Source: an optimization exercise on an open RTL-to-GDS flow (aim: small area). Production flows keep margins and buffers that such runs may drop. At most, simulation tests tie the RTL to the original design; equivalence was not proved. Only the layout flow was run in run 1; the RTL was not checked for function there. Power is estimated from default activity; no workload was simulated.

===== flow/design.v =====
`timescale 1ns / 1ps
package gcsd_pkg;
  localparam int DISPLAY_COLUMNS = 13;
  localparam int CHAR_DEPTH      = 2 * DISPLAY_COLUMNS;
  localparam int CFG_INDEX_W     = 1;
  localparam int CFG_DATA_W      = 48;
endpackage
`timescale 1ns / 1ps
module gcsd_ram (
  input  logic       clk,
  input  logic [6:0] ins,     
  input  logic [7:0] wdata,
  output logic [7:0] head     
);
  logic [7:0] slot [26];
  always_ff @(posedge clk) begin
    for (int i = 0; i < 26; i++) begin
      if (i % 4 == 0 && ins[i / 4]) begin
        slot[i] <= wdata;
      end else begin
        slot[i] <= slot[(i + 1) % 26];
      end
    end
  end
  assign head = slot[0];
endmodule
`timescale 1ns / 1ps
module gcsd_frame (
  input  logic       clk,
  input  logic       rst,
  input  logic       byte_en,
  input  logic [7:0] rx_byte,
  output logic       tgt_a_we,
  output logic       tgt_b_we,
  output logic       char_we,
  output logic [7:0] operand_hi
);
  logic [1:0] frame_pos;
  logic [1:0] pos_eff;
  logic [1:0] cmd_cls;       
  logic       apply;
  assign pos_eff = (rx_byte == 8'hFF) ? 2'd0 : frame_pos;
  assign apply   = byte_en && (pos_eff == 2'd3);
  always_ff @(posedge clk) begin
    if (rst) begin
      frame_pos <= 2'd0;
    end else if (byte_en) begin
      frame_pos <= pos_eff + 2'd1;
    end
  end
  always_ff @(posedge clk) begin
    if (byte_en && pos_eff == 2'd1) begin
      cmd_cls <= (rx_byte[7:2] == 6'd0) ? rx_byte[1:0] : 2'd0;
    end
    if (byte_en && pos_eff[1]) begin
      operand_hi <= rx_byte;
    end
  end
  assign tgt_a_we = apply && (cmd_cls == 2'd1);
  assign tgt_b_we = apply && (cmd_cls == 2'd2);
  assign char_we  = apply && (cmd_cls == 2'd3) && (operand_hi < 8'd26);
endmodule
`timescale 1ns / 1ps
module gcsd_stepper (
  input  logic        clk,
  input  logic        rst,
  input  logic        cfg_wen,
  input  logic        cfg_index,
  input  logic [47:0] cfg_data,
  input  logic        tgt_a_we,
  input  logic        tgt_b_we,
  input  logic [15:0] tgt_word,
  input  logic        tick,
  output logic [7:0]  drive
);
  logic [47:0] table_a, table_b;
  logic        loaded_a, loaded_b;
  logic        x_is_b;              
  logic [15:0] position_x, position_y;
  logic [15:0] target_x, target_y;
  logic [2:0]  phase_x, phase_y;
  logic [2:0]  phase_x_next, phase_y_next, phase_a_next, phase_b_next;
  logic        up_x, dn_x, up_y, dn_y;
  logic        inc_x, dec_x, inc_y, dec_y;    
  logic        we_x, we_y;
  logic [15:0] target_to_y;                   
  logic        up_kept, dn_kept;              
  function automatic logic [2:0] phase_step(input logic [2:0] ph, input logic up,
                                            input logic dn);
    logic [1:0] m3;
    m3 = ph[2:1];
    if (up)      m3 = (m3 == 2'd2) ? 2'd0 : m3 + 2'd1;
    else if (dn) m3 = (m3 == 2'd0) ? 2'd2 : m3 - 2'd1;
    phase_step = {m3, ph[0] ^ (up | dn)};
  endfunction
  function automatic logic [1:0] compare(input logic [15:0] p, input logic [15:0] t);
    logic [15:0] lt, gt;
    for (int i = 0; i < 16; i++) begin
      lt[i] = !p[i] && t[i];
      gt[i] = p[i] && !t[i];
    end
    for (int w = 1; w < 16; w = w * 2) begin
      for (int i = 0; i < 16; i = i + 2 * w) begin
        lt[i] = lt[i + w] || (!gt[i + w] && lt[i]);
        gt[i] = gt[i + w] || (!lt[i + w] && gt[i]);
      end
    end
    compare = {lt[0], gt[0]};
  endfunction
  function automatic logic [15:0] step(input logic [15:0] p, input logic up, input logic dn);
    logic c;
    c = up | dn;
    for (int i = 0; i < 16; i++) begin
      step[i] = p[i] ^ c;
      c = c & (p[i] ^ dn);
    end
  endfunction
  assign {up_x, dn_x} = compare(position_x, target_to_y);
  assign up_y = up_kept;
  assign dn_y = dn_kept;
  assign phase_x_next = phase_step(phase_x, up_x, dn_x);
  assign phase_y_next = phase_step(phase_y, up_y, dn_y);
  assign phase_a_next = x_is_b ? phase_y_next : phase_x_next;
  assign phase_b_next = x_is_b ? phase_x_next : phase_y_next;
  logic [5:0] sel_a, sel_b;
  always_comb begin
    for (int k = 0; k < 6; k++) begin
      sel_a[k] = loaded_a && (phase_a_next == {2'(k % 3), 1'(k % 2)});
      sel_b[k] = loaded_b && (phase_b_next == {2'(k % 3), 1'(k % 2)});
    end
    drive = 8'h00;
    for (int k = 0; k < 6; k++) begin
      drive = drive | ({8{sel_a[k]}} & table_a[8*k +: 8]) | ({8{sel_b[k]}} & table_b[8*k +: 8]);
    end
  end
  always_ff @(posedge clk) begin
    if (cfg_wen && !cfg_index) table_a <= cfg_data;
    if (cfg_wen &&  cfg_index) table_b <= cfg_data;
  end
  assign we_x = x_is_b ? tgt_b_we : tgt_a_we;
  assign we_y = x_is_b ? tgt_a_we : tgt_b_we;
  assign target_to_y = we_x ? tgt_word : target_x;
  always_ff @(posedge clk) begin
    if (rst) begin
      loaded_a   <= 1'b0;
      loaded_b   <= 1'b0;
      x_is_b     <= 1'b0;
      position_x <= '0;
      position_y <= '0;
      target_x   <= '0;
      target_y   <= '0;
      phase_x    <= '0;
      phase_y    <= '0;
      inc_x      <= 1'b0;
      dec_x      <= 1'b0;
      inc_y      <= 1'b0;
      dec_y      <= 1'b0;
      up_kept    <= 1'b0;
      dn_kept    <= 1'b0;
    end else begin
      if (cfg_wen && !cfg_index) loaded_a <= 1'b1;
      if (cfg_wen &&  cfg_index) loaded_b <= 1'b1;
      x_is_b     <= !x_is_b;
      position_x <= position_y;
      position_y <= step(position_x, inc_x, dec_x);
      target_x   <= we_y ? tgt_word : target_y;
      target_y   <= target_to_y;
      up_kept    <= up_x;
      dn_kept    <= dn_x;
      if (tick) begin
        phase_x <= phase_y_next;
        phase_y <= phase_x_next;
        inc_x   <= up_y;
        dec_x   <= dn_y;
        inc_y   <= up_x;
        dec_y   <= dn_x;
      end else begin
        phase_x <= phase_y;
        phase_y <= phase_x;
        inc_x   <= inc_y;
        dec_x   <= dec_y;
        inc_y   <= 1'b0;
        dec_y   <= 1'b0;
      end
    end
  end
endmodule
`timescale 1ns / 1ps
module gcsd_display (
  input  logic       clk,
  input  logic       rst,
  input  logic       char_we,     
  input  logic [4:0] char_addr,
  input  logic [7:0] char_data,
  input  logic [7:0] held_data,   
  input  logic       poll,        
  output logic       at_col0,     
  output logic       row,         
  output logic       busy,        
  output logic       rd_done,     
  output logic [7:0] rd_data
);
  logic [4:0] rot;         
  logic [4:0] entry;       
  logic       clearing;    
  logic [1:0] wwait;       
  logic [2:0] wslot;       
  logic [5:0] diff;
  logic [4:0] slot_idx;    
  logic [6:0] ins;
  logic [7:0] wdata;
  logic       now;
  assign diff     = {1'b0, char_addr} - {1'b0, rot} - 6'd1;
  assign slot_idx = diff[5] ? diff[4:0] + 5'd26 : diff[4:0];
  assign now      = char_we && (slot_idx[1:0] == 2'd0);
  always_comb begin
    for (int k = 0; k < 7; k++) begin
      ins[k] = rst || clearing ||
               (now && slot_idx[4:2] == 3'(k)) ||
               (wwait == 2'd1 && wslot == 3'(k));
    end
  end
  assign wdata = (rst || clearing) ? 8'h00 : (char_we ? char_data : held_data);
  gcsd_ram u_ring (
    .clk   (clk),
    .ins   (ins),
    .wdata (wdata),
    .head  (rd_data)
  );
  assign row     = entry[0];    
  assign rd_done = busy && (rot == entry) && (wwait == 2'd0);
  always_ff @(posedge clk) begin
    if (char_we) wslot <= slot_idx[4:2];
  end
  always_ff @(posedge clk) begin
    if (rst) begin
      rot      <= '0;
      entry    <= '0;
      at_col0  <= 1'b1;
      busy     <= 1'b0;
      clearing <= 1'b1;
      wwait    <= '0;
    end else begin
      rot <= (rot == 5'd25) ? 5'd0 : rot + 5'd1;
      if (rot == 5'd2) clearing <= 1'b0;
      if (char_we)              wwait <= slot_idx[1:0];
      else if (wwait != 2'd0)   wwait <= wwait - 2'd1;
      if (poll) begin
        if (at_col0) at_col0 <= 1'b0;
        else         busy    <= 1'b1;
      end
      if (rd_done) begin
        busy    <= 1'b0;
        entry   <= (entry == 5'd25) ? 5'd0 : entry + 5'd1;
        at_col0 <= (entry == 5'd12) || (entry == 5'd25);
      end
    end
  end
endmodule
`timescale 1ns / 1ps
module gauge_command_stepper_display (
  input  logic                             clk,
  input  logic                             rst,
  input  logic                             in_valid,
  output logic                             in_ready,
  input  logic [1:0]                       in_func,
  input  logic [7:0]                       in_rx_byte,
  output logic                             out_valid,
  input  logic                             out_ready,
  output logic                             out_kind,
  output logic [7:0]                       out_value,
  output logic                             out_lcd_is_data,
  input  logic                             cfg_wen,
  input  logic [gcsd_pkg::CFG_INDEX_W-1:0] cfg_index,
  input  logic [gcsd_pkg::CFG_DATA_W-1:0]  cfg_data
);
  logic       in_acc, byte_en, tick, poll;
  logic       tgt_a_we, tgt_b_we, char_we;
  logic [7:0] operand_hi;
  logic [7:0] drive;
  logic       at_col0, row, busy, rd_done;
  logic [7:0] rd_data;
  logic       o_valid;
  logic       o_kind;
  logic       o_is_data;
  logic [7:0] o_value;
  logic [1:0] tick_wait;    
  assign in_ready = !o_valid && !busy && (tick_wait == 2'b00);
  assign in_acc   = in_valid && in_ready;
  assign byte_en  = in_acc && (in_func == 2'd0);
  assign tick     = in_acc && (in_func == 2'd1);
  assign poll     = in_acc && (in_func == 2'd2);
  gcsd_frame u_frame (
    .clk        (clk),
    .rst        (rst),
    .byte_en    (byte_en),
    .rx_byte    (in_rx_byte),
    .tgt_a_we   (tgt_a_we),
    .tgt_b_we   (tgt_b_we),
    .char_we    (char_we),
    .operand_hi (operand_hi)
  );
  gcsd_stepper u_stepper (
    .clk       (clk),
    .rst       (rst),
    .cfg_wen   (cfg_wen),
    .cfg_index (cfg_index),
    .cfg_data  (cfg_data),
    .tgt_a_we  (tgt_a_we),
    .tgt_b_we  (tgt_b_we),
    .tgt_word  ({operand_hi, in_rx_byte}),
    .tick      (tick),
    .drive     (drive)
  );
  gcsd_display u_display (
    .clk       (clk),
    .rst       (rst),
    .char_we   (char_we),
    .char_addr (operand_hi[4:0]),
    .char_data (in_rx_byte),
    .held_data (operand_hi),
    .poll      (poll),
    .at_col0   (at_col0),
    .row       (row),
    .busy      (busy),
    .rd_done   (rd_done),
    .rd_data   (rd_data)
  );
  always_ff @(posedge clk) begin
    if (rst) begin
      o_valid   <= 1'b0;
      tick_wait <= 2'b00;
    end else begin
      tick_wait <= {tick_wait[0], tick};
      if (tick_wait[1] || (poll && at_col0) || rd_done) begin
        o_valid <= 1'b1;
      end else if (out_ready) begin
        o_valid <= 1'b0;
      end
    end
  end
  always_ff @(posedge clk) begin
    if (tick || poll) begin
      o_kind    <= poll;
      o_is_data <= poll && !at_col0;
    end
    if (tick) begin
      o_value <= drive;
    end else if (poll && at_col0) begin
      o_value <= {1'b1, row, 6'd0};
    end else if (rd_done) begin
      o_value <= rd_data;
    end
  end
  assign out_valid       = o_valid;
  assign out_kind        = o_kind;
  assign out_value       = o_value;
  assign out_lcd_is_data = o_is_data;
endmodule

===== flow/flow/run.sh =====
#!/bin/bash
# The standard layout with these changes:
#  - synthesis maps the logic with an area-oriented ABC script (flow/abc_area.script)
#    in place of ORFS's speed script, and leaves adders to ABC as plain logic
#    (ADDER_MAP_FILE empty); everything else in synthesis is unchanged;
#  - the port buffers are made from the smallest buffer cell.
# Each step's full output goes to its own log here: synth.log, layout.log.
set -euo pipefail
here=$PWD
rm -rf scripts_area
cp -r "$FLOW_HOME/scripts" scripts_area
cp flow/abc_area.script scripts_area/abc_speed.script
bash standard.sh "SCRIPTS_DIR=$here/scripts_area" "ADDER_MAP_FILE=" synth > synth.log 2>&1
bash standard.sh "BUFFER_PORTS_ARGS=-buffer_cell sky130_fd_sc_hd__buf_1" finish > layout.log 2>&1

===== flow/flow/abc_area.script =====
strash
balance; rewrite; refactor; balance; rewrite; rewrite -z; balance; refactor -z; rewrite -z; balance
dch -f
amap
topo
dnsize -c

===== flow/standard.sh =====
#!/bin/bash
# synth_recipe.tcl (not shown) runs the flow's synth.tcl, then flattens the netlist and writes it again
# the make line also repeats each setting of config.mk as NAME=value (left out here)
make -C /OpenROAD-flow-scripts/flow DESIGN_CONFIG=/design/flow/config.mk WORK_HOME=/design/flow/orfs CLKGATE_MAP_FILE= SYNTH_SCRIPT=/design/flow/synth_recipe.tcl "${@:-finish}"

===== flow/config.mk =====
export PLATFORM = sky130hd
export DESIGN_NAME = gauge_command_stepper_display
export DESIGN_NICKNAME = gauge_command_stepper_display
export VERILOG_FILES = /design/flow/design.v
export SDC_FILE = /design/flow/constraint.sdc
export NUM_CORES = 4
export LEC_CHECK = 0
export CAP_MARGIN = 20
export CORE_MARGIN = 2
export CORE_UTILIZATION = 40
export CTS_BUF_LIST = sky130_fd_sc_hd__clkbuf_8
export CTS_CLUSTER_DIAMETER = 60
export CTS_CLUSTER_SIZE = 16
export SLEW_MARGIN = 20

===== flow/constraint.sdc =====
create_clock -name core_clock -period 5.0 [get_ports {clk}]
set_input_delay 1.0000 -clock core_clock [delete_from_list [all_inputs] [get_ports {clk}]]
set_output_delay 1.0000 -clock core_clock [all_outputs]
set_load 0.01 [all_outputs]

==> impl_metrics.json, run 1 <==
{
  "insertion_delay_ns": 0.57,
  "p_leak_nw": 6.095,
  "vdd_drop_max_v": 0.0002506,
  "mostFrequentLayoutCells": "dfxtp_1, nor2_1, edfxtp_1",
  "die-area_mm2": 0.03487,
  "first_pass_iters": 5,
  "cap_violations": 0,
  "drtIter0Drc": 517,
  "htree_levels": 2,
  "cpPeakStageDelay_ns": 0.35,
  "cp_num_buf_inv": 9,
  "placedCellCount": 1723,
  "grt_overflow": 0,
  "final_hold_viol_count": 0,
  "cts_buffers": 35,
  "gp_congestion": 0.8207,
  "cpMostUsedCell": "clkinv_2",
  "ant_nets": 0,
  "initial_utilization_pct": 40.84,
  "drc": 0,
  "outcome": "failed layout checks",
  "synth.net_count": 1196,
  "nFillCells": 2922,
  "period_share_pct": 106.8,
  "avgSynthCellArea_um2": 11.80,
  "ys_seq_area_share_pct": 72.77,
  "root_buffer": "clkbuf_8",
  "violatedChecks": "negative setup slack",
  "cp-end-kind": "register",
  "worstSetupPathType": "register to register",
  "slew_violations": 0,
  "layout_commonest_cell": "dfxtp_1",
  "cp_top_family": "compound AO/OA/AOI/OAI gates",
  "p_per_area_mw_per_mm2": 370.9,
  "period_minus_slack_ns": 5.342,
  "rows": 66,
  "die_y_um": 186.7,
  "antenna_found_initial": 0,
  "routed-via-count": 9088,
  "synthToLayoutAreaGrowth_pct": 24.23,
  "dp_hpwl_mm": 19.59,
  "cp.required_ns": 5.31,
  "placed_area_mm2": 0.01507,
  "cts_tree": "done",
  "drive_gt1_share_pct": 18.91,
  "rsz0062_at_grt": "true",
  "final_area_mm2": 0.01659,
  "ys_ff_latch": 426,
  "die_width_um": 186.7,
  "slew_headroom_pct": 27.01,
  "setup_viol": 8,
  "cp_data_arrival_time_ns": 5.65,
  "worst-slew-pin-transition_ns": 1.083,
  "critical_path_peak_fanout": 8,
  "via_per_inst": 5.015,
  "port_buffers": 75,
  "grt_pass1_vias": 8844,
  "fin_worst_skew_ns": 0.03405,
  "timing.fmax_ghz": 0.1872,
  "cts_buffer_depth": 3,
  "synth_cell_types": 38,
  "grt_max_degree": 74,
  "grt_pass1_wl_mm": 47.65,
  "cts.sinks": 426,
  "synthCells": 1132,
  "final_nets": 1417,
  "wl_mm": 29.71,
  "tns_ns": -2.076,
  "fin_cells": 1812,
  "cp_slowest_cell": "dfxtp_2",
  "setup_ws_ns": -0.3424,
  "num_io_pins": 76,
  "final_core_util_pct": 50.74,
  "wl_per_cell_um": 16.40,
  "multiInputGateArea_mm2": 0.003954,
  "crit_path_start_kind": "register",
  "regArea_mm2": 0.009721,
  "core_mm2": 0.03270,
  "grt_usage_pct": 17.08,
  "n_antenna_cell": 0,
  "yosysWarnings": 6,
  "fin_hold_ws_ns": 0.3194,
  "cts.hold.buffers_added": 0,
  "syn_area_mm2": 0.01336,
  "path_clk_slew_ns": 0.10,
  "hold_path_class": "register to register"
}
-- cells by family (layout without fill, tap and decap cells) --
group	count (synthesis)	in the layout	share of synthesized area, %
and+or+nand+nor	297	297	9.836
DFF	426	426	72.77
buffers and inverters	105	343	2.951
AOI/OAI and AO/OA	304	304	14.45
-- registers in the layout, summed over array words and instances, names as in the netlist, 5 cells and up --
name / cells
o_value: 8
u_display.u_ring.slot: 208
u_display.entry: 5
u_display.rot: 5
u_frame.operand_hi: 8
u_stepper.target_x: 16
u_stepper.target_y: 16
u_stepper.table_b: 48
u_stepper.table_a: 48
u_stepper.position_y: 16
u_stepper.position_x: 16
-- cells in the mapped netlist (all sizes together) --
library cell  instances  area (um^2)
a2111oi               1        8.760
a211oi               12        90.09
a21o                  1        7.510
a21oi               106        530.5
a221oi               22        192.7
a222oi                2        20.02
a22o                  9        78.83
a22oi                22        165.2
a31oi                13        81.33
a32o                  6        60.06
a41oi                 1        8.760
clkinv              105        394.1
dfxtp               307         6146
edfxtp              119         3573
nand2                39        146.4
nand2b                3        18.77
nand3                 9        45.04
nand4                10        62.56
nor2                166        623.1
nor2b                22        137.6
nor3                 19        95.09
nor3b                 1        7.510
nor4                  5        31.28
o211ai                4        30.03
o21a                  1        7.510
o21ai                46        230.2
o21bai                2        15.01
o221a                 1        11.26
o221ai               12        105.1
o22ai                35        219.0
o311a                 1        10.01
o311ai                1        8.760
o31ai                 4        30.03
o32a                  1        10.01
o41ai                 1        8.760
or2                   8        50.05
or3                  13        81.33
or4                   2        15.01
-- through the flow --
| step | power (mW) | setup WS (ns) |
|---|---|---|
| 2_1_floorplan | 3.985 | -0.6287 |
| 3_3_place_gp | 4.133 | -1.085 |
| 3_5_place_dp | 4.139 | -1.032 |
| 4_1_cts | 6.218 | -0.1877 |
| 5_1_grt | 6.396 | -0.6487 |
| 6_report | 6.154 | -0.3424 |
-- per-layer routing --
layer	vias up	wire length, um	track usage, %
met3	60	1423	2.577
met2	207	13640	27.57
met4	0	765	5.556
li1	4497	-	-
met5	-	0	0
met1	4324	13880	23.68
-- worst register-to-register path, delay by kind of cell (launching register included) --
kind	cells	cell delay, ns
compound gates	11	2.07
buf+inv	9	1.13
flops	1	0.35
simple gates	10	1.57
-- worst paths after layout --
check,start,end,slack (ns),cells past startpoint
min reg2reg,u_display.u_ring.slot[20][7],u_display.u_ring.slot[19][7],0.32,0
max reg2reg,u_display.busy,o_value[7],-0.34,30
max,u_display.busy,o_value[7],-0.34,30
min,u_display.u_ring.slot[20][7],u_display.u_ring.slot[19][7],0.32,0
-- report_power, final --
group	total, mW	internal [mW]	switching (mW)
clock network	2.06	0.945	1.11
logic	0.304	0.123	0.181
registers	3.79	3.73	0.0620
-- cell type report --
class	instances	area share (%)
flip-flops and latches	426	58.58
multi-input cells	601	23.83
repair buffers	183	7.239
well taps	442	3.333
clock buffers	36	2.986
inverters	105	2.579
clock inverters	18	1.403
repair inverters	1	0.05278
-- timing repair --
item | in CTS | in global routing
pin swaps | 32 | 6
setup endpoints to repair | 8 | 8
buffers inserted | 31 | 3
gates cloned | 1 | 0
gates resized for setup | 89 | 20
==> run 2, diff against run 1 <==
--- a/flow/design.v
+++ b/flow/design.v
@@ -83,8 +83,6 @@
   logic        up_x, dn_x, up_y, dn_y;
   logic        inc_x, dec_x, inc_y, dec_y;    
   logic        we_x, we_y;
-  logic [15:0] target_to_y;                   
-  logic        up_kept, dn_kept;              
   function automatic logic [2:0] phase_step(input logic [2:0] ph, input logic up,
                                             input logic dn);
     logic [1:0] m3;
@@ -115,9 +113,8 @@
       c = c & (p[i] ^ dn);
     end
   endfunction
-  assign {up_x, dn_x} = compare(position_x, target_to_y);
-  assign up_y = up_kept;
-  assign dn_y = dn_kept;
+  assign {up_x, dn_x} = compare(position_x, target_x);
+  assign {up_y, dn_y} = compare(position_y, target_y);
   assign phase_x_next = phase_step(phase_x, up_x, dn_x);
   assign phase_y_next = phase_step(phase_y, up_y, dn_y);
   assign phase_a_next = x_is_b ? phase_y_next : phase_x_next;
@@ -139,7 +136,6 @@
   end
   assign we_x = x_is_b ? tgt_b_we : tgt_a_we;
   assign we_y = x_is_b ? tgt_a_we : tgt_b_we;
-  assign target_to_y = we_x ? tgt_word : target_x;
   always_ff @(posedge clk) begin
     if (rst) begin
       loaded_a   <= 1'b0;
@@ -155,8 +151,6 @@
       dec_x      <= 1'b0;
       inc_y      <= 1'b0;
       dec_y      <= 1'b0;
-      up_kept    <= 1'b0;
-      dn_kept    <= 1'b0;
     end else begin
       if (cfg_wen && !cfg_index) loaded_a <= 1'b1;
       if (cfg_wen &&  cfg_index) loaded_b <= 1'b1;
@@ -164,9 +158,7 @@
       position_x <= position_y;
       position_y <= step(position_x, inc_x, dec_x);
       target_x   <= we_y ? tgt_word : target_y;
-      target_y   <= target_to_y;
-      up_kept    <= up_x;
-      dn_kept    <= dn_x;
+      target_y   <= we_x ? tgt_word : target_x;
       if (tick) begin
         phase_x <= phase_y_next;
         phase_y <= phase_x_next;
@@ -284,8 +276,8 @@
   logic       o_kind;
   logic       o_is_data;
   logic [7:0] o_value;
-  logic [1:0] tick_wait;    
-  assign in_ready = !o_valid && !busy && (tick_wait == 2'b00);
+  logic       tick_wait;    
+  assign in_ready = !o_valid && !busy && !tick_wait;
   assign in_acc   = in_valid && in_ready;
   assign byte_en  = in_acc && (in_func == 2'd0);
   assign tick     = in_acc && (in_func == 2'd1);
@@ -329,10 +321,10 @@
   always_ff @(posedge clk) begin
     if (rst) begin
       o_valid   <= 1'b0;
-      tick_wait <= 2'b00;
+      tick_wait <= 1'b0;
     end else begin
-      tick_wait <= {tick_wait[0], tick};
-      if (tick_wait[1] || (poll && at_col0) || rd_done) begin
+      tick_wait <= tick;
+      if (tick_wait || (poll && at_col0) || rd_done) begin
         o_valid <= 1'b1;
       end else if (out_ready) begin
         o_valid <= 1'b0;
--- a/flow/config.mk
+++ b/flow/config.mk
@@ -5,10 +5,10 @@
 export SDC_FILE = /design/flow/constraint.sdc
 export NUM_CORES = 4
 export LEC_CHECK = 0
-export CAP_MARGIN = 20
+export CAP_MARGIN = 5
 export CORE_MARGIN = 2
 export CORE_UTILIZATION = 40
 export CTS_BUF_LIST = sky130_fd_sc_hd__clkbuf_8
 export CTS_CLUSTER_DIAMETER = 60
 export CTS_CLUSTER_SIZE = 16
-export SLEW_MARGIN = 20
+export SLEW_MARGIN = 5
==> run 2 against run 1 <==
  * The run now finishes clean
  * Clock power is about 10% lower
  * Combinational power is 11% higher
  * Hold slack worse by 0.0029 ns
  * Register-to-register slack better by 0.88 ns
  * Global-route usage hardly changed
  * Synthesized cell count is 0.97% higher
  * Design area is 8.2% lower
  * Clock-buffer cell count is 2 lower
==> impl_metrics.json, run 2 <==
{
  "netlist_top_cells_area": "dfxtp_1, edfxtp_1, nor2_1, a21oi_1, clkinv_1",
  "dp_hpwl_mm": 20.79,
  "die-area_mm2": 0.03531,
  "die_width_um": 187.9,
  "period_minus_slack_ns": 4.461,
  "grt_pass1_vias": 8769,
  "ys_seq_area_share_pct": 71.40,
  "synthToLayoutAreaGrowth_pct": 12.61,
  "yosysWarnings": 6,
  "layout_commonest_cell": "dfxtp_1",
  "mostFrequentLayoutCells": "dfxtp_1, nor2_1, edfxtp_1",
  "cts_buffer_depth": 3,
  "reg_top3": "u_display.u_ring.slot (208), u_stepper.table_a (48), u_stepper.table_b (48)",
  "worstSetupPathType": "register to register",
  "slew_headroom_pct": 11.55,
  "fin_hold_ws_ns": 0.3165,
  "hold_path_class": "register to register",
  "synth_edf_count": 119,
  "p_clk_share_pct": 30.9,
  "yosys.cell_count.top_type": "dfxtp_1",
  "grt_overflow": 0,
  "cts_tree": "done",
  "yosysTopAreaCellShare_pct": 44.98,
  "p_leak_nw": 5.415,
  "rr_worst_depth": 18,
  "slew_violations": 0,
  "first_pass_iters": 5,
  "power.total_mw": 5.993,
  "rows": 67,
  "cts.sinks": 423,
  "htree_levels": 2,
  "synth_top_area_cell": "dfxtp_1",
  "worstSetupStartpoint": "u_stepper.target_y[12]",
  "fin_cells": 1744,
  "tns_ns": 0,
  "drive_gt1_share_pct": 5.941,
  "cts_resized": 0,
  "worst-slew-pin-transition_ns": 1.317,
  "timing.fmax_ghz": 0.2242,
  "worstHoldPathCells": 0,
  "cts_buffers": 34,
  "n_antenna_cell": 0,
  "cp-end-kind": "register",
  "final_hold_viol_count": 0,
  "placedCellCount": 1695,
  "num_io_pins": 76,
  "synth_async_sr_flop_share_pct": 0,
  "outcome": "complete, no violations",
  "avgSynthCellArea_um2": 11.84,
  "crit_path_start_kind": "register",
  "insertion_delay_ns": 0.56,
  "setup_viol": 0,
  "grt_usage_pct": 17.12,
  "synth.net_count": 1207,
  "grt_max_degree": 58,
  "p_int_mw": 4.602,
  "regArea_mm2": 0.009659,
  "cp_data_arrival_time_ns": 4.90,
  "sequentialPowerShare_pct": 63.4,
  "post-place-ws_ns": 0.6536,
  "drc": 0,
  "ys_ff_latch": 423,
  "antenna_found_initial": 0,
  "die_y_um": 187.9,
  "cp.required_ns": 5.44,
  "period_share_pct": 89.22,
  "port_buffers": 75,
  "path_clk_slew_ns": 0.10,
  "wl_per_cell_um": 17.47,
  "core_mm2": 0.03345,
  "cts.hold.buffers_added": 0,
  "cap_violations": 0,
  "final_nets": 1347,
  "critical_path_peak_fanout": 8,
  "rsz0062_at_grt": "false",
  "multiInputGateArea_mm2": 0.003521,
  "wl_mm": 30.47,
  "post_cts_buffers": 0,
  "via_per_inst": 5.256,
  "routed-via-count": 9166,
  "synth_common_cells": "dfxtp_1, nor2_1, edfxtp_1, clkinv_1, a21oi_1",
  "root_buffer": "clkbuf_8",
  "vdd_drop_max_v": 0.0001953,
  "initial_utilization_pct": 40.45,
  "grt_pass1_wl_mm": 47.42,
  "min_from": "u_display.u_ring.slot[8][5]",
  "nFillCells": 3097,
  "switching_share_pct": 23.22,
  "syn_area_mm2": 0.01353,
  "setup_ws_ns": 0.5389,
  "drtIter0Drc": 618,
  "r2r-start": "u_stepper.target_y[12]",
  "regMostFlops": "u_display.u_ring.slot",
  "synth_cell_types": 39,
  "fin_worst_skew_ns": 0.03348,
  "p_switching_mw": 1.391,
  "synthCells": 1143,
  "ant_nets": 0,
  "synth_flop_cell": "dfxtp_1",
  "largest_reg_flops": 208,
  "combPwrFrac_pct": 5.6,
  "gp_congestion": 0.8319,
  "p_per_area_mw_per_mm2": 393.3
}
run 2: changes by cell type in the layout (fill, tap and decap cells not counted), sizes merged, moves of 8 or more:
| cell | previous run | this run |
|---|---|---|
| buf | 182 | 103 |
| o22ai | 35 | 14 |
| o221a | 1 | 20 |
| a21oi | 106 | 88 |
| o21ai | 46 | 63 |
| nand2 | 39 | 50 |
| nor2 | 166 | 156 |
| nor2b | 22 | 13 |
| nor3 | 19 | 28 |
| or3 | 13 | 5 |
run 2: power by group through the flow:
stage | sequential, mW | clock (mW) | combinational (mW)
3_5_place_dp | 3.88 | 0 | 0.337
2_1_floorplan | 3.85 | 0 | 0.206
3_3_place_gp | 3.88 | 0 | 0.331
5_1_grt | 3.82 | 2.05 | 0.381
4_1_cts | 3.80 | 1.91 | 0.339
6_report | 3.80 | 1.85 | 0.338
run 2: area by class of cell:
type,count,area share (%)
Multi-Input combinational cell,621,23.11
Tap cell,448,3.679
Timing Repair Buffer,104,3.285
Inverter,99,2.439
Clock buffer,34,3.071
Sequential cell,423,63.40
Clock inverter,15,1.018
run 2: critical path, stage by stage, from the launching register on:
cell and delay (ns):
dfxtp_1 0.35, clkinv_1 0.09, o21ai_0 0.17, nand2_1 0.07, o21ai_0 0.29, o21ai_0 0.18
o21ai_0 0.48, or2_0 0.26, o21ai_0 0.15, nand2_1 0.10, o21ai_0 0.13, o22ai_1 0.20
nand2_1 0.14, nor3_1 1.05, a22o_1 0.27, a221oi_1 0.06, nand3_1 0.11, nand3b_1 0.11
a32o_1 0.13
run 2: metrics by stage:
stage	area [um^2]	util, %
final	15240	45.55
after floorplan	13530	-
after detailed placement	14610	43.69
after global placement	14610	43.69
after global routing	15240	45.55
after CTS	15240	45.55
run 2: routing by layer:
layer | routed length [um] | GRT usage [%]
met1 | 14070 | 23.45
met4 | 1020 | 6.390
met2 | 13450 | 26.85
met3 | 1935 | 3.519
met5 | 0 | 0
run 2: path summary, 6_finish.rpt:
kind | slack [ns] | to
setup / recovery | 0.54 | o_value[5]
hold / removal | 0.32 | u_display.u_ring.slot[7][5]
setup reg to reg | 0.54 | o_value[5]
hold reg to reg | 0.32 | u_display.u_ring.slot[7][5]
run 2: kinds of logic (layout without fill, tap and decap cells):
group                  count (synthesis)  in the layout  synth area share (%)
buffers and inverters                 99            252                 2.747
AND/OR/NAND/NOR                      296            296                 9.572
AO/OA/AOI/OAI                        324            324                 16.22
XOR/XNOR                               1              1               0.06475
flip-flops                           423            423                 71.40
==> run 3, diff against run 2 <==
--- a/flow/config.mk
+++ b/flow/config.mk
@@ -5,10 +5,10 @@
 export SDC_FILE = /design/flow/constraint.sdc
 export NUM_CORES = 4
 export LEC_CHECK = 0
-export CAP_MARGIN = 5
+export CAP_MARGIN = 20
 export CORE_MARGIN = 2
 export CORE_UTILIZATION = 40
 export CTS_BUF_LIST = sky130_fd_sc_hd__clkbuf_8
 export CTS_CLUSTER_DIAMETER = 60
 export CTS_CLUSTER_SIZE = 16
-export SLEW_MARGIN = 5
+export SLEW_MARGIN = 20
==> run 3 against run 2 <==
  * Register-to-register slack better by 0.25 ns
  * Synthesized cell count unchanged
  * Sequential power about the same
  * Still clean
  * Via count up 0.16%
  * Sequential cell count unchanged
  * Largest power group unchanged
  * Critical endpoint unchanged
==> impl_metrics.json, run 3 <==
{
  "drc": 0,
  "root_buffer": "clkbuf_8",
  "avgSynthCellArea_um2": 11.84,
  "grt_overflow": 0,
  "first_pass_iters": 5,
  "die_width_um": 187.9,
  "synth_async_sr_flop_share_pct": 0,
  "layout_commonest_cell": "dfxtp_1",
  "cp-end-kind": "register",
  "routed-via-count": 9181,
  "cp_data_arrival_time_ns": 4.53,
  "yosysTopAreaCellShare_pct": 44.98,
  "rsz0062_at_grt": "false",
  "die_y_um": 187.9,
  "period_share_pct": 84.24,
  "worst-slew-pin-transition_ns": 0.9993,
  "synth.net_count": 1207,
  "grt_pass1_wl_mm": 47.42,
  "insertion_delay_ns": 0.57,
  "initial_utilization_pct": 40.45,
  "drtIter0Drc": 620,
  "wl_mm": 30.45,
  "largest_reg_flops": 208,
  "worstSetupPathType": "register to register",
  "syn_area_mm2": 0.01353,
  "grt_pass1_vias": 8769,
  "cts_buffer_depth": 3,
  "fin_worst_skew_ns": 0.03066,
  "num_io_pins": 76,
  "top_layer": "met4",
  "htree_levels": 2,
  "port_buffers": 75,
  "wl_per_cell_um": 17.46,
  "fin_hold_ws_ns": 0.3112,
  "path_clk_slew_ns": 0.10,
  "grt_max_degree": 58,
  "final_hold_viol_count": 0,
  "p_leak_nw": 5.416,
  "synthToLayoutAreaGrowth_pct": 12.70,
  "wl_met3_mm": 2.042,
  "synth_top_area_cell": "dfxtp_1",
  "synth_cell_types": 39,
  "ant_nets": 0,
  "die-area_mm2": 0.03531,
  "slew_violations": 0,
  "final_nets": 1347,
  "synth_common_cells": "dfxtp_1, nor2_1, edfxtp_1, clkinv_1, a21oi_1",
  "synth_edf_count": 119,
  "gp_congestion": 0.8319,
  "grt_usage_pct": 17.12,
  "setup_ws_ns": 0.7879,
  "setup_viol": 0,
  "synthCells": 1143,
  "cts_buffers": 34,
  "drt-met1-wl_mm": 13.95,
  "drive_gt1_share_pct": 6.096,
  "tns_ns": 0,
  "outcome": "complete, no violations",
  "ys_seq_area_share_pct": 71.40,
  "reg_top3": "u_display.u_ring.slot (208), u_stepper.table_a (48), u_stepper.table_b (48)",
  "timing.fmax_ghz": 0.2374,
  "netlist_top_cells_area": "dfxtp_1, edfxtp_1, nor2_1, a21oi_1, clkinv_1",
  "rows": 67,
  "cts.sinks": 423,
  "wl_met2_mm": 13.44,
  "antenna_found_initial": 0,
  "cts_tree": "done",
  "dp_hpwl_mm": 20.79,
  "regMostFlops": "u_display.u_ring.slot",
  "cts.hold.buffers_added": 0,
  "n_antenna_cell": 0,
  "ys_ff_latch": 423,
  "post-place-ws_ns": 0.6536,
  "vdd_drop_max_v": 0.0001956,
  "via_per_inst": 5.264,
  "yosys.cell_count.top_type": "dfxtp_1",
  "critical_path_peak_fanout": 8,
  "core_mm2": 0.03345,
  "hold_path_class": "register to register",
  "nFillCells": 3100,
  "cap_violations": 0,
  "crit_path_start_kind": "register",
  "mostFrequentLayoutCells": "dfxtp_1, nor2_1, edfxtp_1",
  "synth_flop_cell": "dfxtp_1",
  "yosysWarnings": 6,
  "period_minus_slack_ns": 4.212,
  "cts_resized": 0,
  "p_per_area_mw_per_mm2": 392.9,
  "post_cts_buffers": 0,
  "cp.required_ns": 5.32,
  "slew_headroom_pct": 33.38
}
==> run 3: cell count changes in the layout (fill, tap and decap cells not counted) <==
| cell | before | now |
|---|---|---|
| nor3_1 | 28 | 27 |
| nor3_2 | 0 | 1 |
| o221ai_1 | 13 | 12 |
| o221ai_2 | 0 | 1 |
==> run 3: worst paths after layout <==
path                          startpoint                          end  slack [ns]  depth (start not counted)
max               u_stepper.target_y[12]                   o_value[5]        0.79                         19
min          u_display.u_ring.slot[8][5]  u_display.u_ring.slot[7][5]        0.31                          0
max reg2reg       u_stepper.target_y[12]                   o_value[5]        0.79                         19
min reg2reg  u_display.u_ring.slot[8][5]  u_display.u_ring.slot[7][5]        0.31                          0
==> run 3: area by class of cell <==
type	count	area [um^2]	share of cell area [%]
sequential	423	9659	63.35
multi-input combinational	621	3532	23.17
timing repair buffer	104	500.5	3.282
clock inverter	15	155.1	1.018
inverter	99	371.6	2.437
clock buffer	34	467.9	3.069
tap	448	560.5	3.676
==> run 3: worst max-delay path, cell delays in order, from the launching register on <==
cell and delay (ns):
dfxtp_1 0.35, clkinv_1 0.09, o21ai_0 0.17, nand2_1 0.07
o21ai_0 0.29, o21ai_0 0.18, o21ai_0 0.49, or2_0 0.26
o21ai_0 0.14, nor2_1 0.11, a21oi_1 0.07, o22ai_1 0.30
clkinv_1 0.19, nand2_1 0.09, nor2_1 0.17, a22o_1 0.29
a221oi_1 0.24, nand3_1 0.10, nand3b_1 0.16, a32o_1 0.22
==> run 3: stage by stage <==
| step | area, um^2 | std cells | power, mW | util (%) |
|---|---|---|---|---|
| final | 15250 | 1744 | 5.991 | 45.58 |
| after CTS | 15240 | 1744 | 6.055 | 45.55 |
| after floorplan | 13530 | 1143 | 4.058 | - |
| after global placement | 14610 | 1695 | 4.212 | 43.69 |
| after detailed placement | 14610 | 1695 | 4.218 | 43.69 |
| after global routing | 15250 | 1744 | 6.258 | 45.58 |
==> run 3: cell families (layout without fill, tap and decap cells) <==
group | after synthesis | after routing | share of synthesized area, %
XOR/XNOR | 1 | 1 | 0.06475
AND/OR/NAND/NOR | 296 | 296 | 9.572
flip-flops | 423 | 423 | 71.40
AO/OA/AOI/OAI | 324 | 324 | 16.22
buffers and inverters | 99 | 252 | 2.747
==> run 3: layer usage <==
layer | vias up | GRT usage (%)
met4 | 0 | 6.390
met5 | - | 0
met3 | 64 | 3.519
met1 | 4367 | 23.45
met2 | 306 | 26.85
li1 | 4444 | -
==> run 3: report_power, final <==
group,internal [mW],switching [mW],total (mW)
sequential,3.73,0.0759,3.80
clock,0.758,1.09,1.85
combinational,0.118,0.221,0.339
==> run 4, diff against run 3 <==
--- a/flow/design.v
+++ b/flow/design.v
@@ -83,6 +83,8 @@
   logic        up_x, dn_x, up_y, dn_y;
   logic        inc_x, dec_x, inc_y, dec_y;    
   logic        we_x, we_y;
+  logic        load_x, load_y;
+  logic [15:0] tgt_word_r;
   function automatic logic [2:0] phase_step(input logic [2:0] ph, input logic up,
                                             input logic dn);
     logic [1:0] m3;
@@ -136,6 +138,13 @@
   end
   assign we_x = x_is_b ? tgt_b_we : tgt_a_we;
   assign we_y = x_is_b ? tgt_a_we : tgt_b_we;
+  assign tgt_word_r = rst ? 16'd0 : tgt_word;
+  assign load_x     = we_y || rst;
+  assign load_y     = we_x || rst;
+  always_ff @(posedge clk) begin
+    target_x <= load_x ? tgt_word_r : target_y;
+    target_y <= load_y ? tgt_word_r : target_x;
+  end
   always_ff @(posedge clk) begin
     if (rst) begin
       loaded_a   <= 1'b0;
@@ -143,8 +152,6 @@
       x_is_b     <= 1'b0;
       position_x <= '0;
       position_y <= '0;
-      target_x   <= '0;
-      target_y   <= '0;
       phase_x    <= '0;
       phase_y    <= '0;
       inc_x      <= 1'b0;
@@ -157,8 +164,6 @@
       x_is_b     <= !x_is_b;
       position_x <= position_y;
       position_y <= step(position_x, inc_x, dec_x);
-      target_x   <= we_y ? tgt_word : target_y;
-      target_y   <= we_x ? tgt_word : target_x;
       if (tick) begin
         phase_x <= phase_y_next;
         phase_y <= phase_x_next;
--- a/flow/config.mk
+++ b/flow/config.mk
@@ -8,7 +8,7 @@
 export CAP_MARGIN = 20
 export CORE_MARGIN = 2
 export CORE_UTILIZATION = 40
-export CTS_BUF_LIST = sky130_fd_sc_hd__clkbuf_8
+export CTS_BUF_LIST = sky130_fd_sc_hd__clkbuf_4 sky130_fd_sc_hd__clkbuf_8
 export CTS_CLUSTER_DIAMETER = 60
 export CTS_CLUSTER_SIZE = 16
 export SLEW_MARGIN = 20
==> run 4 against run 3 <==
  * Still clean on timing, DRC and antenna
  * Clock power shrank 3%
  * Sequential power is essentially flat
  * Combinational power shrank 4%
  * Worst setup slack lost 0.096 ns
  * Utilization shrank 0.054 points
==> impl_metrics.json, run 4 <==
{
  "die_width_um": 187.5,
  "fin_cells": 1776,
  "grt_overflow": 0,
  "placedCellCount": 1724,
  "gp_congestion": 0.8266,
  "ys_seq_area_share_pct": 71.69,
  "synth_top_area_cell": "dfxtp_1",
  "synth_cell_types": 40,
  "synthCells": 1172,
  "hold_path_class": "register to register",
  "final_nets": 1377,
  "port_buffers": 75,
  "ys_ff_latch": 423,
  "cts_buffers": 34,
  "synth_flop_cell": "dfxtp_1",
  "path_clk_slew_ns": 0.10,
  "slew_violations": 0,
  "cp-end-kind": "register",
  "avgSynthCellArea_um2": 11.50,
  "synth_common_cells": "dfxtp_1, nor2_1, edfxtp_1, clkinv_1, a21oi_1",
  "p_per_area_mw_per_mm2": 390.5,
  "synth_async_sr_flop_share_pct": 0,
  "initial_utilization_pct": 40.38,
  "layout_commonest_cell": "dfxtp_1",
  "outcome": "complete, no violations",
  "crit_path_start_kind": "register",
  "sequentialPowerShare_pct": 64.1,
  "mostFrequentLayoutCells": "dfxtp_1, nor2_1, edfxtp_1",
  "period_share_pct": 86.17,
  "reg_top3": "u_display.u_ring.slot (208), u_stepper.table_a (48), u_stepper.table_b (48)",
  "via_per_inst": 5.152,
  "grt_max_degree": 39,
  "cts.sinks": 423,
  "die-area_mm2": 0.03517,
  "rsz0062_at_grt": "false",
  "core_mm2": 0.03336,
  "root_buffer": "clkbuf_8",
  "htree_levels": 2,
  "routed-via-count": 9150,
  "cts_resized": 0,
  "placed_area_mm2": 0.01456,
  "die_y_um": 187.5,
  "p_switching_mw": 1.373,
  "yosysTopAreaCellShare_pct": 45.17,
  "synth_edf_count": 119,
  "cap_violations": 0,
  "wl_mm": 30.15,
  "vdd_drop_max_v": 0.0002075,
  "ant_nets": 0,
  "drive_gt1_share_pct": 6.330,
  "worst-slew-pin-transition_ns": 1.116,
  "rows": 67,
  "p_leak_nw": 5.430,
  "yosys.cell_count.top_type": "dfxtp_1",
  "num_io_pins": 76,
  "final_hold_viol_count": 0,
  "yosysWarnings": 6,
  "regMostFlops": "u_display.u_ring.slot",
  "wl_per_cell_um": 16.98,
  "cts_tree": "done",
  "grt_pass1_vias": 8525,
  "first_pass_iters": 5,
  "synthToLayoutAreaGrowth_pct": 12.75,
  "p_clk_share_pct": 30.4,
  "timing.fmax_ghz": 0.2321,
  "drtIter0Drc": 605,
  "syn_area_mm2": 0.01347,
  "drc": 0,
  "antenna_found_initial": 1,
  "cp.required_ns": 5.33,
  "cp_data_arrival_time_ns": 4.64,
  "combPwrFrac_pct": 5.5,
  "post_cts_buffers": 0,
  "worstSetupPathType": "register to register",
  "grt_usage_pct": 16.94,
  "cts_buffer_depth": 3,
  "period_minus_slack_ns": 4.308,
  "critical_path_peak_fanout": 7,
  "nFillCells": 3171,
  "dp_hpwl_mm": 20.70,
  "slew_headroom_pct": 25.61,
  "largest_reg_flops": 208,
  "fin_worst_skew_ns": 0.02401,
  "tns_ns": 0,
  "insertion_delay_ns": 0.57,
  "final_core_util_pct": 45.53,
  "cts.hold.buffers_added": 0,
  "netlist_top_cells_area": "dfxtp_1, edfxtp_1, nor2_1, a21oi_1, clkinv_1",
  "grt_pass1_wl_mm": 46.58,
  "switching_share_pct": 23.15,
  "r2r_slack_ns": 0.69,
  "setup_viol": 0,
  "p_int_mw": 4.559,
  "final_area_mm2": 0.01519,
  "synth.net_count": 1236
}
[run 4: cell types whose count changed in the layout (fill, tap and decap cells not counted), moves of 5 or more]
cell	before	now
a221oi_1	27	19
clkbuf_4	0	5
clkinv_1	99	115
inv_1	5	0
nand2_1	50	77
o221a_1	20	0
o22ai_1	14	37
or2_0	15	1
[run 4: logic make-up (layout without fill, tap and decap cells)]
kind of cell,count (synthesis),in the layout,synth area share (%)
AOI/OAI and AO/OA,324,324,15.33
and+or+nand+nor,309,309,9.705
buffers and inverters,115,270,3.204
xor gates and xnor gates,1,1,0.06502
other,0,1,0
DFF,423,423,71.69
[run 4: worst max-delay path, cell delays in order, from the launching register on]
cell and delay, ns:
dfxtp_1 0.38, clkinv_1 0.13, o31ai_1 0.31, o21ai_0 0.16, o21ai_0 0.35, o21ai_0 0.27
clkinv_1 0.14, nand2_1 0.09, o21ai_0 0.12, nor2_1 0.06, a21oi_1 0.27, o22ai_1 0.19
clkinv_1 0.12, or3_1 0.14, clkinv_1 0.30, a22o_1 0.31, a221oi_1 0.21, nand4_1 0.22
a32o_1 0.27
[run 4: per-layer routing]
layer / wire [um] / global-route usage (%) / up-vias
li1: - / - / 4504
met1: 14180 / 23.56 / 4334
met2: 13650 / 27.38 / 269
met3: 1808 / 3.013 / 43
met4: 510 / 4.573 / 0
met5: 0 / 0 / -
[run 4: area by class of cell]
cell class / count / area [um^2] / share of cell area, %
sequential: 423 / 9659 / 63.59
clock buffer: 41 / 533.0 / 3.509
tap: 448 / 560.5 / 3.690
clock inverter: 9 / 71.32 / 0.4695
antenna: 1 / 2.502 / 0.01647
multi-input combinational: 634 / 3405 / 22.41
timing repair buffer: 105 / 528.0 / 3.476
inverter: 115 / 431.7 / 2.842
[run 4: power by group through the flow]
stage | clock (mW) | combinational [mW] | sequential, mW
finish | 1.80 | 0.327 | 3.80
global route | 1.99 | 0.366 | 3.82
CTS | 1.86 | 0.326 | 3.81
detailed placement | 0 | 0.325 | 3.88
global placement | 0 | 0.317 | 3.88
floorplan | 0 | 0.195 | 3.86
[run 4: worst paths after layout]
kind                                              startpoint                            to  cells past startpoint
worst max-delay path                u_stepper.position_x[14]                    o_value[0]                     18
worst min register to register  u_display.u_ring.slot[15][6]  u_display.u_ring.slot[14][6]                      0
worst min-delay path            u_display.u_ring.slot[15][6]  u_display.u_ring.slot[14][6]                      0
worst max register to register      u_stepper.position_x[14]                    o_value[0]                     18
[run 4: stage by stage]
stage                     total power, mW  setup WS (ns)  hold slack, ns
after global placement              4.199         0.6798          0.3100
after floorplan                     4.053         0.2781          0.3096
after detailed placement            4.208         0.7127          0.3121
final                               5.932         0.6917          0.3276
after global routing                6.184         0.3415          0.3322
after CTS                           5.990         0.6739          0.3273
==> run 5, diff against run 4 <==
==> flow/flow/abc_area.script (replaced) <==
strash
balance; rewrite; refactor; balance; rewrite; rewrite -z; balance; refactor -z; rewrite -z; balance
&get -n
&deepsyn -J 200 -T 400
&put
dch -f
amap
topo
dnsize -c
--- a/flow/config.mk
+++ b/flow/config.mk
@@ -8,7 +8,7 @@
 export CAP_MARGIN = 20
 export CORE_MARGIN = 2
 export CORE_UTILIZATION = 40
-export CTS_BUF_LIST = sky130_fd_sc_hd__clkbuf_4 sky130_fd_sc_hd__clkbuf_8
+export CTS_BUF_LIST = sky130_fd_sc_hd__clkbuf_8
 export CTS_CLUSTER_DIAMETER = 60
 export CTS_CLUSTER_SIZE = 16
 export SLEW_MARGIN = 20
==> run 5 against run 4 <==
  * Sequential power grew 3%
  * Largest power group unchanged
  * Combinational power about the same
  * Hold slack lost 0.0080 ns
  * Clock-buffer cell count decreased by 6
  * Worst setup slack lost 0.22 ns
  * Register-to-register slack lost 0.22 ns
  * Still clean on timing, DRC and antenna
  * Final cell count down 4.9%
  * Utilization rose by 0.17 points
  * Clock power about the same
  * Critical path type unchanged
  * First-iteration DRC count rose by 41%
  * Design area fell by 1.9%
  * Synthesized area is 1.5% lower
==> impl_metrics.json, run 5 <==
{
  "outcome": "complete, no violations",
  "grt_usage_pct": 17.21,
  "grtUsageMet1_pct": 23.48,
  "grt_use_met2_pct": 28.42,
  "num_io_pins": 76,
  "cts_tree": "done",
  "avgSynthCellArea_um2": 12.09,
  "rr_worst_depth": 19,
  "mostFrequentLayoutCells": "dfxtp_1, clkinv_1, edfxtp_1",
  "period_share_pct": 90.61,
  "post-place-ws_ns": 0.2676,
  "p_leak_nw": 5.179,
  "synth.net_count": 1162,
  "drive_gt1_share_pct": 5.854,
  "p_per_area_mw_per_mm2": 403.7,
  "grt_max_degree": 47,
  "fin_worst_skew_ns": 0.03176,
  "synthToLayoutAreaGrowth_pct": 12.30,
  "synth_flop_cell": "dfxtp_1",
  "ant_nets": 0,
  "tns_ns": 0,
  "initial_utilization_pct": 40.69,
  "final_core_util_pct": 45.70,
  "vdd_drop_max_v": 0.0002501,
  "grt_overflow": 0,
  "rsz0062_at_grt": "false",
  "slew_headroom_pct": 34.67,
  "insertion_delay_ns": 0.55,
  "crit_path_start_kind": "register",
  "grt_pass1_wl_mm": 45.72,
  "wl_mm": 29.36,
  "grt_pass1_vias": 8458,
  "largest_reg_flops": 208,
  "period_minus_slack_ns": 4.530,
  "power.total_mw": 6.018,
  "crit_chain": "clkinv_1 > a221oi_1 > clkinv_1 > o211ai_1 > a31oi_1 > nor4_2 > nor2_1 > clkinv_1 > a221oi_1 > a21oi_1 > clkinv_1 > o22ai_2 > clkinv_1 > nand4_1 > clkinv_1 > a222oi_1 > nand4_1 > a21oi_1 > o22ai_1",
  "n_antenna_cell": 0,
  "cts_buffers": 34,
  "port_buffers": 75,
  "cts_buffer_depth": 3,
  "final_nets": 1294,
  "die_y_um": 186.2,
  "core_mm2": 0.03262,
  "gp_congestion": 0.8593,
  "setup_viol": 0,
  "final_area_mm2": 0.01491,
  "yosysTopAreaCellShare_pct": 45.85,
  "htree_levels": 2,
  "worst-slew-pin-transition_ns": 0.9696,
  "netlist_top_cells_area": "dfxtp_1, edfxtp_1, clkinv_1, o22ai_1, nor2_1",
  "cp_slowest_cell": "a222oi_1",
  "critical_path_peak_fanout": 7,
  "drc": 0,
  "synthCells": 1098,
  "cts.sinks": 423,
  "regMostFlops": "u_display.u_ring.slot",
  "syn_area_mm2": 0.01327,
  "cp-end-kind": "register",
  "path_clk_slew_ns": 0.10,
  "synth_edf_count": 119,
  "r2r-end": "o_value[4]",
  "final_hold_viol_count": 0,
  "drtIter0Drc": 854,
  "slew_violations": 0,
  "die_width_um": 186.2,
  "dp_hpwl_mm": 20.45,
  "synth_top_area_cell": "dfxtp_1",
  "yosys.cell_count.top_type": "dfxtp_1",
  "worstSetupPathType": "register to register",
  "r2r-start": "u_stepper.position_y[5]",
  "cpPeakStageDelay_ns": 0.49,
  "r2r_slack_ns": 0.47,
  "via_per_inst": 5.138,
  "die-area_mm2": 0.03466,
  "yosysWarnings": 6,
  "synth_common_cells": "dfxtp_1, clkinv_1, edfxtp_1, nor2_1",
  "timing.fmax_ghz": 0.2207,
  "fin_hold_ws_ns": 0.3196,
  "min_from": "u_display.u_ring.slot[2][4]",
  "wl_per_cell_um": 17.38,
  "fin_cells": 1689,
  "cp.required_ns": 5.28,
  "hold_path_class": "register to register",
  "placed_area_mm2": 0.01429,
  "worstHoldPathCells": 0,
  "cpMostUsedCell": "clkinv_1",
  "cap_violations": 0,
  "first_pass_iters": 5,
  "setup_ws_ns": 0.4696,
  "synth_cell_types": 37,
  "cp_data_arrival_time_ns": 4.81,
  "placedCellCount": 1636,
  "root_buffer": "clkbuf_8",
  "busiest_layer": "met2",
  "layout_commonest_cell": "dfxtp_1",
  "synth_async_sr_flop_share_pct": 0,
  "routed-via-count": 8678,
  "rows": 66,
  "ys_ff_latch": 423,
  "ys_seq_area_share_pct": 72.77,
  "globalRouteMet3Util_pct": 2.667,
  "min_to": "u_display.u_ring.slot[1][4]",
  "antenna_found_initial": 0,
  "post_cts_buffers": 0,
  "reg_top3": "u_display.u_ring.slot (208), u_stepper.table_a (48), u_stepper.table_b (48)"
}
run 5: cell types whose count changed in the layout (fill, tap and decap cells not counted), moves of 9 or more:
cell / delta
a21oi_1: -66
a222oi_1: +12
a22oi_1: -9
a31oi_1: -10
clkinv_1: +22
inv_1: +9
nor2_1: -62
o22a_1: +37
o22ai_1: +31
run 5: layout make-up:
class                   instances  area, um^2
fillers                      3009       17710
flip-flops and latches        423        9659
multi-input cells             537        3134
well taps                     442       553.0
inverters                     138       518.0
clock buffers                  35       481.7
repair buffers                 96       440.4
clock inverters                18       120.1
run 5: kinds of logic after synthesis:
group           synth area share, %
simple gates                  8.267
buf+inv                       3.902
compound gates                15.06
flops                         72.77
run 5: what timing repair did:
action | in CTS | in global routing
setup endpoints to repair | 0 | 12
hold buffers | 0 | 0
resized for setup | 0 | 4
run 5: how the worst max path moves through the flow:
| stage | endpoint | cells after the start | slack, ns | startpoint |
|---|---|---|---|---|
| 2_1_floorplan | u_display.u_ring.slot[24][0] | 13 | 0.90 | in_func[1] |
| 3_3_place_gp | o_value[6] | 19 | 0.17 | u_stepper.position_y[5] |
| 3_5_place_dp | o_value[4] | 19 | 0.27 | u_stepper.position_y[5] |
| 4_1_cts | o_value[4] | 19 | 0.26 | u_stepper.position_y[5] |
| 5_1_grt | u_display.u_ring.slot[8][1] | 23 | 0.008 | u_frame.operand_hi[0] |
| 6_report | o_value[4] | 19 | 0.47 | u_stepper.position_y[5] |
run 5: routing by layer:
metal / vias up / wire [um]
met5: - / 0
met4: 0 / 592
met3: 40 / 1422
met2: 220 / 13680
met1: 4150 / 13660
li1: 4268 / -
run 5: where the power goes:
part           switching, mW  internal (mW)
Clock                   1.07          0.716
Combinational          0.211          0.114
Sequential            0.0924           3.82
run 5: critical path: cells and delay by family (launching register included):
family          cells  cell delay, ns
buf+inv             6            0.90
compound gates      9            2.16
flops               1            0.35
simple gates        4            0.83
==> run 6, diff against run 5 <==
==> flow/flow/abc_area.script (replaced) <==
strash
balance; rewrite; refactor; balance; rewrite; rewrite -z; balance; refactor -z; rewrite -z; balance
dch -f
amap
topo
dnsize -c
==> run 6 against run 5 <==
  * Still clean
  * Synthesized cell count rose by 6.7%
  * Clock-buffer cell count up 1
  * Sequential cell count did not move
  * Power fell by 2.1%
  * Sequential share of layout area decreased by 1.1 points
  * Utilization decreased by 0.23 points
  * Final cell count increased by 5.2%
  * Global-route usage shrank 0.28 points
  * Design area rose by 1.8%
  * Maximum frequency is 4.7% higher
  * Non-clock buffer count grew 9
  * Critical path depth fell by 1
  * Largest cell class unchanged
  * Largest power group unchanged
  * Highest routed layer unchanged
==> impl_metrics.json, run 6 <==
{
  "port_buffers": 75,
  "synth_edf_count": 119,
  "first_pass_iters": 5,
  "syn_area_mm2": 0.01347,
  "placed_area_mm2": 0.01456,
  "gp_congestion": 0.8266,
  "post_cts_buffers": 0,
  "synth_flop_cell": "dfxtp_1",
  "die-area_mm2": 0.03517,
  "layout_commonest_cell": "dfxtp_1",
  "ys_seq_area_share_pct": 71.69,
  "drc": 0,
  "hold_path_class": "register to register",
  "synth_fa_ha_area_share_pct": 0,
  "synthCells": 1172,
  "period_minus_slack_ns": 4.325,
  "worstSetupPathType": "register to register",
  "cp.required_ns": 5.33,
  "slew_headroom_pct": 28.14,
  "htree_levels": 2,
  "synth.net_count": 1236,
  "reg_top3": "u_display.u_ring.slot (208), u_stepper.table_a (48), u_stepper.table_b (48)",
  "rsz0062_at_grt": "false",
  "synth_cell_types": 40,
  "drtIter0Drc": 626,
  "vdd_drop_max_v": 0.0002083,
  "regMostFlops": "u_display.u_ring.slot",
  "slew_violations": 0,
  "cts_buffers": 34,
  "wl_mm": 30.14,
  "synth_xor_area_share_pct": 0.06501,
  "via_per_inst": 5.137,
  "yosysWarnings": 6,
  "largest_reg_flops": 208,
  "outcome": "complete, no violations",
  "crit_path_start_kind": "register",
  "final_area_mm2": 0.01517,
  "root_buffer": "clkbuf_8",
  "setup_viol": 0,
  "final_hold_viol_count": 0,
  "cap_violations": 0,
  "critical_path_peak_fanout": 7,
  "insertion_delay_ns": 0.57,
  "initial_utilization_pct": 40.38,
  "cts.hold.buffers_added": 0,
  "ant_nets": 0,
  "synth.mux.area_fraction_pct": 0,
  "core_mm2": 0.03336,
  "yosys.cell_count.top_type": "dfxtp_1",
  "setup_ws_ns": 0.6748,
  "synth_async_sr_flop_share_pct": 0,
  "synth_top_area_cell": "dfxtp_1",
  "synthToLayoutAreaGrowth_pct": 12.61,
  "cts_resized": 0,
  "grt_pass1_wl_mm": 46.55,
  "cts_tree": "done",
  "grt_max_degree": 39,
  "die_y_um": 187.5,
  "p_leak_nw": 5.434,
  "cts_buffer_depth": 3,
  "wl_per_cell_um": 16.97,
  "netlist_top_cells_area": "dfxtp_1, edfxtp_1, nor2_1, a21oi_1, clkinv_1",
  "fin_cells": 1776,
  "avgSynthCellArea_um2": 11.50,
  "grt_usage_pct": 16.94,
  "period_share_pct": 86.50,
  "drive_gt1_share_pct": 5.953,
  "num_io_pins": 76,
  "ys_ff_latch": 423,
  "synth_common_cells": "dfxtp_1, nor2_1, edfxtp_1, clkinv_1, a21oi_1",
  "placedCellCount": 1724,
  "antenna_found_initial": 1,
  "p_per_area_mw_per_mm2": 388.3,
  "cts.sinks": 423,
  "cp-end-kind": "register",
  "post-place-ws_ns": 0.7127,
  "worst-slew-pin-transition_ns": 1.078,
  "die_width_um": 187.5,
  "tns_ns": 0,
  "cp_data_arrival_time_ns": 4.65,
  "dp_hpwl_mm": 20.70,
  "timing.fmax_ghz": 0.2312,
  "yosysTopAreaCellShare_pct": 45.17,
  "fin_worst_skew_ns": 0.02377,
  "grt_pass1_vias": 8516,
  "synthSimpleGateAreaFrac_pct": 9.705,
  "grt_overflow": 0,
  "rows": 67,
  "routed-via-count": 9123,
  "synth_top_family_by_area": "compound AO/OA/AOI/OAI gates",
  "path_clk_slew_ns": 0.10,
  "final_nets": 1377,
  "mostFrequentLayoutCells": "dfxtp_1, nor2_1, edfxtp_1",
  "synth-compound-area-share_pct": 15.33
}
-- run 6: changes by cell type after synthesis, moves of 7 or more --
cell / before / now
a21oi_1: 24 / 90
a222oi_1: 15 / 3
a22oi_1: 20 / 29
a31oi_1: 6 / 16
clkinv_1: 138 / 115
nand2_1: 69 / 77
nand3_1: 16 / 8
nor2_1: 94 / 156
o21ai_0: 56 / 68
o221ai_1: 5 / 12
o22a_1: 37 / 0
o22ai_1: 69 / 37
o31ai_1: 0 / 8
-- run 6: critical path, cell delays in order (launching register included) --
cell and delay (ns):
dfxtp_1 0.39, clkinv_1 0.14, o31ai_1 0.31, o21ai_0 0.16, o21ai_0 0.35, o21ai_0 0.27, clkinv_1 0.14, nand2_1 0.09
o21ai_0 0.12, nor2_1 0.06, a21oi_1 0.27, o22ai_1 0.19, clkinv_1 0.12, or3_1 0.14, clkinv_1 0.31, a22o_1 0.32
a221oi_1 0.21, nand4_1 0.22, a32o_1 0.27
-- run 6: kinds of logic after synthesis --
kind of cell    after synthesis
simple gates                309
xor+xnor                      1
flops                       423
buf+inv                     115
compound gates              324
-- run 6: metrics by stage --
| stage | power [mW] | util (%) | hold WS [ns] |
|---|---|---|---|
| finish | 5.891 | 45.47 | 0.3276 |
| detailed placement | 4.208 | 43.63 | 0.3121 |
| floorplan | 4.053 | - | 0.3096 |
| global placement | 4.199 | 43.63 | 0.3100 |
| global route | 6.146 | 45.47 | 0.3321 |
| CTS | 5.952 | 45.38 | 0.3273 |
-- run 6: final cells by class --
| class | count | area (um^2) |
|---|---|---|
| Antenna cell | 1 | 2.502 |
| Clock buffer | 36 | 495.5 |
| Clock inverter | 14 | 90.09 |
| Fill cell | 3171 | 18190 |
| Inverter | 115 | 431.7 |
| Multi-Input combinational cell | 634 | 3405 |
| Sequential cell | 423 | 9659 |
| Tap cell | 448 | 560.5 |
| Timing Repair Buffer | 105 | 528.0 |
-- run 6: path summary, 6_finish.rpt --
kind / slack (ns) / startpoint / cells after the start / end
setup / recovery: 0.67 / u_stepper.position_x[14] / 18 / o_value[0]
hold / removal: 0.33 / u_display.u_ring.slot[15][6] / 0 / u_display.u_ring.slot[14][6]
setup reg to reg: 0.67 / u_stepper.position_x[14] / 18 / o_value[0]
hold reg to reg: 0.33 / u_display.u_ring.slot[15][6] / 0 / u_display.u_ring.slot[14][6]
-- run 6: where the power goes --
part | switching [mW] | internal (mW) | total [mW]
combinational | 0.217 | 0.110 | 0.327
clock | 1.08 | 0.682 | 1.76
sequential | 0.0741 | 3.73 | 3.80
-- run 6: layer usage --
metal / part of all wire [%] / wire [um] / global-route usage, %
met1: 47 / 14120 / 23.53
met2: 46 / 13720 / 27.38
met3: 5.9 / 1774 / 3.013
met4: 1.7 / 524 / 4.573
met5: 0 / 0 / 0
==> run 7, diff against run 6 <==
==> flow/flow/abc_area.script (replaced) <==
strash
&get -n
&deepsyn -J 50 -T 200
&put
dch -f
amap
topo
dnsize -c
==> run 7 against run 6 <==
  * Register-to-register slack lost 0.05 ns
  * Highest routed layer unchanged
  * Utilization up 0.40 points
  * Design area decreased by 1.1%
  * Clock-buffer cell count shrank 4
  * Die area decreased by 1.1%
  * Final cell count decreased by 3.7%
  * Clock skew barely moved
  * Non-clock buffer count rose by 4
  * Hold slack better by 0.0020 ns
  * Clock power is essentially flat
  * Worst setup slack got worse by 0.052 ns
  * Sequential power hardly changed
==> impl_metrics.json, run 7 <==
{
  "wl_per_cell_um": 17.07,
  "period_share_pct": 87.55,
  "via_per_inst": 5.121,
  "grt_overflow": 0,
  "worstSetupStartpoint": "u_stepper.position_y[7]",
  "power.total_mw": 5.803,
  "cp_data_arrival_time_ns": 4.84,
  "drive_gt1_share_pct": 6.073,
  "rows": 66,
  "rsz0062_at_grt": "false",
  "post_cts_buffers": 0,
  "reg_top3": "u_display.u_ring.slot (208), u_stepper.table_a (48), u_stepper.table_b (48)",
  "rr_worst_depth": 19,
  "tns_ns": 0,
  "dp_hpwl_mm": 21.00,
  "path_clk_slew_ns": 0.10,
  "synth_cell_types": 42,
  "crit_path_start_kind": "register",
  "syn_area_mm2": 0.01333,
  "synth_common_cells": "dfxtp_1, clkinv_1, edfxtp_1, nor2_1, nand2_1",
  "worstSetupPathType": "register to register",
  "slew_violations": 0,
  "switching_share_pct": 22.12,
  "port_buffers": 75,
  "cts_tree": "done",
  "sequentialPowerShare_pct": 65.5,
  "avgSynthCellArea_um2": 11.98,
  "post-place-ws_ns": 0.4994,
  "combPwrFrac_pct": 4.6,
  "multiInputGateArea_mm2": 0.003204,
  "ys_seq_area_share_pct": 72.49,
  "cap_violations": 0,
  "netlist_top_cells_area": "dfxtp_1, edfxtp_1, clkinv_1, nor2_1, o21ai_0",
  "die_width_um": 186.5,
  "period_minus_slack_ns": 4.377,
  "ant_nets": 0,
  "die_y_um": 186.5,
  "num_io_pins": 76,
  "slew_headroom_pct": 32.60,
  "fin_worst_skew_ns": 0.02421,
  "crit_end": "o_value[4]",
  "outcome": "complete, no violations",
  "synth_flop_cell": "dfxtp_1",
  "yosys.cell_count.top_type": "dfxtp_1",
  "vdd_drop_max_v": 0.0002907,
  "r2r-start": "u_stepper.position_y[7]",
  "synth_edf_count": 119,
  "initial_utilization_pct": 40.75,
  "yosysTopAreaCellShare_pct": 45.67
}
[run 7: cell types whose count changed after synthesis, moves of 7 or more]
cell	previous run	this run
nand3_1	8	19
nor2_1	156	112
a222oi_1	3	15
o22a_1	0	18
a22oi_1	29	8
a21oi_1	90	24
a31oi_1	16	6
o22ai_1	37	44
clkinv_1	115	127
[run 7: layer usage]
| metal | part of all wire, % | routed length [um] | vias up |
|---|---|---|---|
| li1 | - | - | 4342 |
| met1 | 48 | 14110 | 4109 |
| met2 | 42 | 12380 | 259 |
| met3 | 6.9 | 2006 | 47 |
| met4 | 2.4 | 686 | 0 |
| met5 | 0 | 0 | - |
[run 7: how the worst min path moves through the flow]
| stage | from | endpoint | slack [ns] | cells past startpoint |
|---|---|---|---|---|
| 4_1_cts | u_display.u_ring.slot[10][1] | u_display.u_ring.slot[9][1] | 0.33 | 0 |
| 3_5_place_dp | u_display.u_ring.slot[11][2] | u_display.u_ring.slot[10][2] | 0.31 | 0 |
| 5_1_grt | u_display.u_ring.slot[15][0] | u_display.u_ring.slot[14][0] | 0.34 | 0 |
| 2_1_floorplan | u_display.u_ring.slot[11][0] | u_display.u_ring.slot[10][0] | 0.31 | 0 |
| 3_3_place_gp | u_display.u_ring.slot[10][7] | u_display.u_ring.slot[9][7] | 0.31 | 0 |
| 6_report | u_display.u_ring.slot[19][3] | u_display.u_ring.slot[18][3] | 0.33 | 0 |
[run 7: layout make-up]
type,instances,area share (%)
clock buffer,32,2.936
tap,442,3.687
sequential,423,64.39
multi-input combinational,562,21.36
clock inverter,15,0.7757
timing repair buffer,109,3.670
inverter,127,3.178
[run 7: through the flow]
| step | instances | hold WS, ns | utilization (%) |
|---|---|---|---|
| final | 1710 | 0.3296 | 45.87 |
| after global routing | 1710 | 0.3354 | 45.87 |
| after CTS | 1709 | 0.3298 | 45.81 |
| after detailed placement | 1662 | 0.3121 | 44.11 |
| after global placement | 1662 | 0.3097 | 44.11 |
| after floorplan | 1112 | 0.3096 | - |
[run 7: cell families (layout without fill, tap and decap cells)]
family | Yosys count | after routing | synth area share [%]
compound gates | 282 | 282 | 14.83
buf+inv | 127 | 283 | 3.577
flops | 423 | 423 | 72.49
simple gates | 280 | 280 | 9.108
[run 7: power groups by stage]
stage,logic (mW),registers (mW),clock network (mW)
after CTS,0.269,3.80,1.78
after global placement,0.264,3.88,0
after global routing,0.303,3.83,1.93
after detailed placement,0.267,3.88,0
final,0.269,3.80,1.73
after floorplan,0.152,3.86,0
[run 7: critical path: stages (launching register included)]
cell and delay (ns):
dfxtp_1 0.33, clkinv_1 0.13, o221ai_1 0.37, a31oi_1 0.10, nor3_1 0.24, buf_4 0.18
clkinv_1 0.05, o21ai_0 0.25, clkinv_1 0.17, nor2_1 0.14, a21oi_1 0.07, a222oi_1 0.34
clkinv_1 0.19, o22ai_1 0.16, nand2_1 0.14, nor3_1 0.78, a222oi_1 0.30, nand3_1 0.12
a211oi_1 0.06, o22ai_1 0.11
